Source: an optimization exercise on an open RTL-to-GDS flow (aim: small area). Production flows keep margins and buffers that such runs may drop. The RTL was checked by simulation tests, not by an equivalence proof against the original design. Power and IR drop assume default switching activity.

== north ==
Design jump_trajectory_profiler_top, start of the top module:
module jump_trajectory_profiler_top #(
    parameter int POS_BITS  = 18,
    parameter int FRAC_BITS = 16,
    localparam int CFG_W    = (POS_BITS > 16) ? POS_BITS : 16
) (
    input  logic                       i_clk,
    input  logic                       i_rst_n,
    input  logic                       i_cfg_wr_en,
    input  logic [2:0]                 i_cfg_addr,
    input  logic [CFG_W-1:0]           i_cfg_wr_data,
    input  logic                       i_in_valid,
    output logic                       o_in_stall,
    input  logic                       i_command,
    input  logic signed [POS_BITS-1:0] i_start_height,
    output logic                       o_out_valid,
    input  logic                       i_out_stall,
    output logic signed [POS_BITS-1:0] o_target_x,
    output logic signed [POS_BITS-1:0] o_target_z,
    output logic [2:0]                 o_phase
);
    localparam logic [2:0] PH_CROUCH = 3'd0;
    localparam logic [2:0] PH_LIFT   = 3'd1;
    localparam logic [2:0] PH_HOLD   = 3'd2;
    localparam logic [2:0] PH_LAND   = 3'd3;
    localparam logic [2:0] PH_RISE   = 3'd4;
    localparam logic [2:0] PH_IDLE   = 3'd5;
    logic [15:0] r_c, r_l, r_d, r_f;
    logic [17:0] r_ch, r_fh, r_rh, r_bd;
    logic [17:0] r_tick, r_entry, r_hx, r_hz;
    logic [19:0] r_a;
    logic [7:0]  r_pc;
    logic [2:0]  r_ph;
    logic        r_ov;
    logic st_idle, st_sk0, st_sk1, st_sk3, st_chk, st_inc;
    logic st_c0, st_c1, st_c2, st_c3, st_c4, st_c5, st_c6, st_div;
    logic st_sq, st_cp, st_gq, st_mx, st_fx, st_mz, st_fz;
    assign st_idle = (r_pc == 8'd0);
    assign st_sk0  = (r_pc == 8'd3);
  ...
For scale: roughly 850 cells after synthesis, ~240 flip-flops, ~10,000 µm² of cells after synthesis.
==> flow/config.mk <==
export PLATFORM = sky130hd
export DESIGN_NAME = jump_trajectory_profiler_top
export DESIGN_NICKNAME = jump_trajectory_profiler_top
export VERILOG_FILES = /design/flow/design.v
export SDC_FILE = /design/flow/constraint.sdc
export NUM_CORES = 4
export LEC_CHECK = 0
export CAP_MARGIN = 20
export CORE_MARGIN = 2
export CORE_UTILIZATION = 60
export PLACE_DENSITY = 0.8
export SLEW_MARGIN = 20
==> flow/constraint.sdc <==
create_clock -name core_clock -period 10.0 [get_ports {i_clk}]
set_input_delay 2.0000 -clock core_clock [delete_from_list [all_inputs] [get_ports {i_clk}]]
set_output_delay 2.0000 -clock core_clock [all_outputs]
set_load 0.01 [all_outputs]
standard.sh (not shown) runs the stock make flow with config.mk's settings and CLKGATE_MAP_FILE= SYNTH_SCRIPT=/design/flow/synth_recipe.tcl, a recipe that flattens the netlist after the stock synthesis.
==> flow/flow/run.sh <==
#!/bin/bash
# Standard ORFS layout with three changes that only affect cell sizing:
#  - synthesis maps logic with an area-oriented ABC script (the Yosys steps,
#    and so the registers, are those of the standard synthesis);
#  - port buffers use buf_1;
#  - CTS inserts no dummy loads.
set -euo pipefail
here=$(pwd)
rm -rf "$here/scripts_area"
cp -r "$FLOW_HOME/scripts" "$here/scripts_area"
cp "$here/flow/abc_area.script" "$here/scripts_area/abc_speed.script"
bash standard.sh SCRIPTS_DIR="$here/scripts_area" synth > "$here/flow_synth.log" 2>&1
bash standard.sh \
  BUFFER_PORTS_ARGS="-buffer_cell sky130_fd_sc_hd__buf_1" \
  CTS_ARGS="-sink_clustering_enable -repair_clock_nets -dont_use_dummy_load -sink_clustering_size 30 -sink_clustering_max_diameter 100 -sink_clustering_buffer sky130_fd_sc_hd__clkbuf_16 -buf_list sky130_fd_sc_hd__clkbuf_4 -root_buf sky130_fd_sc_hd__clkbuf_4" \
  finish > "$here/flow_finish.log" 2>&1
==> flow/flow/abc_area.script <==
strash
&get -n
&dch
&nf -R 1000
&put
topo
Input changes introduced in south (baseline for comparison: north):
- PLACE_DENSITY no longer set, was 0.8
--- a/flow/flow/run.sh
+++ b/flow/flow/run.sh
@@ -14,3 +14,3 @@
   BUFFER_PORTS_ARGS="-buffer_cell sky130_fd_sc_hd__buf_1" \
-  CTS_ARGS="-sink_clustering_enable -repair_clock_nets -dont_use_dummy_load -sink_clustering_size 30 -sink_clustering_max_diameter 100 -sink_clustering_buffer sky130_fd_sc_hd__clkbuf_16 -buf_list sky130_fd_sc_hd__clkbuf_4 -root_buf sky130_fd_sc_hd__clkbuf_4" \
+  CTS_ARGS="-sink_clustering_enable -repair_clock_nets -dont_use_dummy_load -sink_clustering_size 30 -sink_clustering_max_diameter 100 -buf_list sky130_fd_sc_hd__clkbuf_16" \
   finish > "$here/flow_finish.log" 2>&1
--- outcome ---
When south is set beside north, its half-perimeter wire length after placement turns out to be 3.6% larger. Global-route wire length before repair deteriorates in south relative to north. Against north as the reference, south delivers a lower fraction of power spent switching nets. Per the comparison of south with north, fraction of power consumed by combinational cells decreased by 0.2 points relative to the old numbers, total power consumption of the routed design increased by about 3.8% relative to the old numbers.
Relative to south, the following input files were edited for east:
- swapping 60 for 40 in CORE_UTILIZATION
- swapping 20 for 0 in SLEW_MARGIN
- swapping 20 for 0 in CAP_MARGIN
Notes after the runs:
Timing, DRC, antenna: 0 failures across south and east
Of south and east, east shows the higher clock latency on the worst-skew pair, with south below it.
In east, clock share of power is higher than in south.
south → east: routed wire length has increased, fraction of layout cells with a size suffix above 1 has increased, non-clock buffer instance count of the final layout has increased.
> inputs changed (east -> west)
- putting GPL_TIMING_DRIVEN at 0 where nothing was set
- swapping 0 for 20 in SLEW_MARGIN
- swapping 40 for 60 in CORE_UTILIZATION
- swapping 0 for 20 in CAP_MARGIN
## What came out
- A critical path capture point of r_a[15] is what west shows, while r_hz[0] belongs to east.
- Number of vias after detailed routing: west > east
- Compared with east, west shows a lower clock network power.
- west vs east, slowest stage cell on the critical path: sky130_fd_sc_hd__xnor2_1 vs sky130_fd_sc_hd__fa_1
- Insertion delay of the later-clocked pin in the worst-skew pair in west is 0.03 ns lower than in east
- Compared to east, west has global-route usage 8.3 points higher.
- Compared west vs east, and worst setup margin is down in west.
- Relative to east, shortest clock period the worst path allows after layout has increased by 0.17 ns in west.
- On area added between synthesis and finish, west and east are basically level.
- On west: maximum number of pins on one net before global-route repair is 3 higher than what east gave.
- Compared with east, in west design internal power decreased 0.000015 W; die area decreased 33%.
- Against east, west comes in 124 lower on number of standard cells in the final layout excluding fillers.

==> what the ideal ports hide <==
The results above use ideal ports. As a check the final layouts listed here were re-extracted and re-timed, cells and wires unchanged. Step 1 assumes that a clkbuf_16 drives the clock port and a buf_2 every other input. Step 2 times the ports against the registers' clock, not the clock port: input delays grow and output delays shrink by t, the midpoint of the rising clock arrivals with the driver on. a / b / c = ideal ports / drivers / drivers and shift; a / b = the first two.
run | t, ns | setup WS [ns] | latest minus earliest clock arrival (ns) | worst slew at a driven data input, ns | pins driven straight from the clock port
north | 0.625 | 0.679 / 0.679 / 0.679 | 0.017 / 0.018 | 0.04 | 1
south | 0.495 | 0.614 / 0.614 / 0.614 | 0.059 / 0.059 | 0.04 | 1
east | 0.528 | 0.650 / 0.650 / 0.650 | 0.069 / 0.069 | 0.07 | 1
west | 0.504 | 0.484 / 0.484 / 0.484 | 0.047 / 0.047 | 0.04 | 1
After both steps every run listed still meets setup and hold.
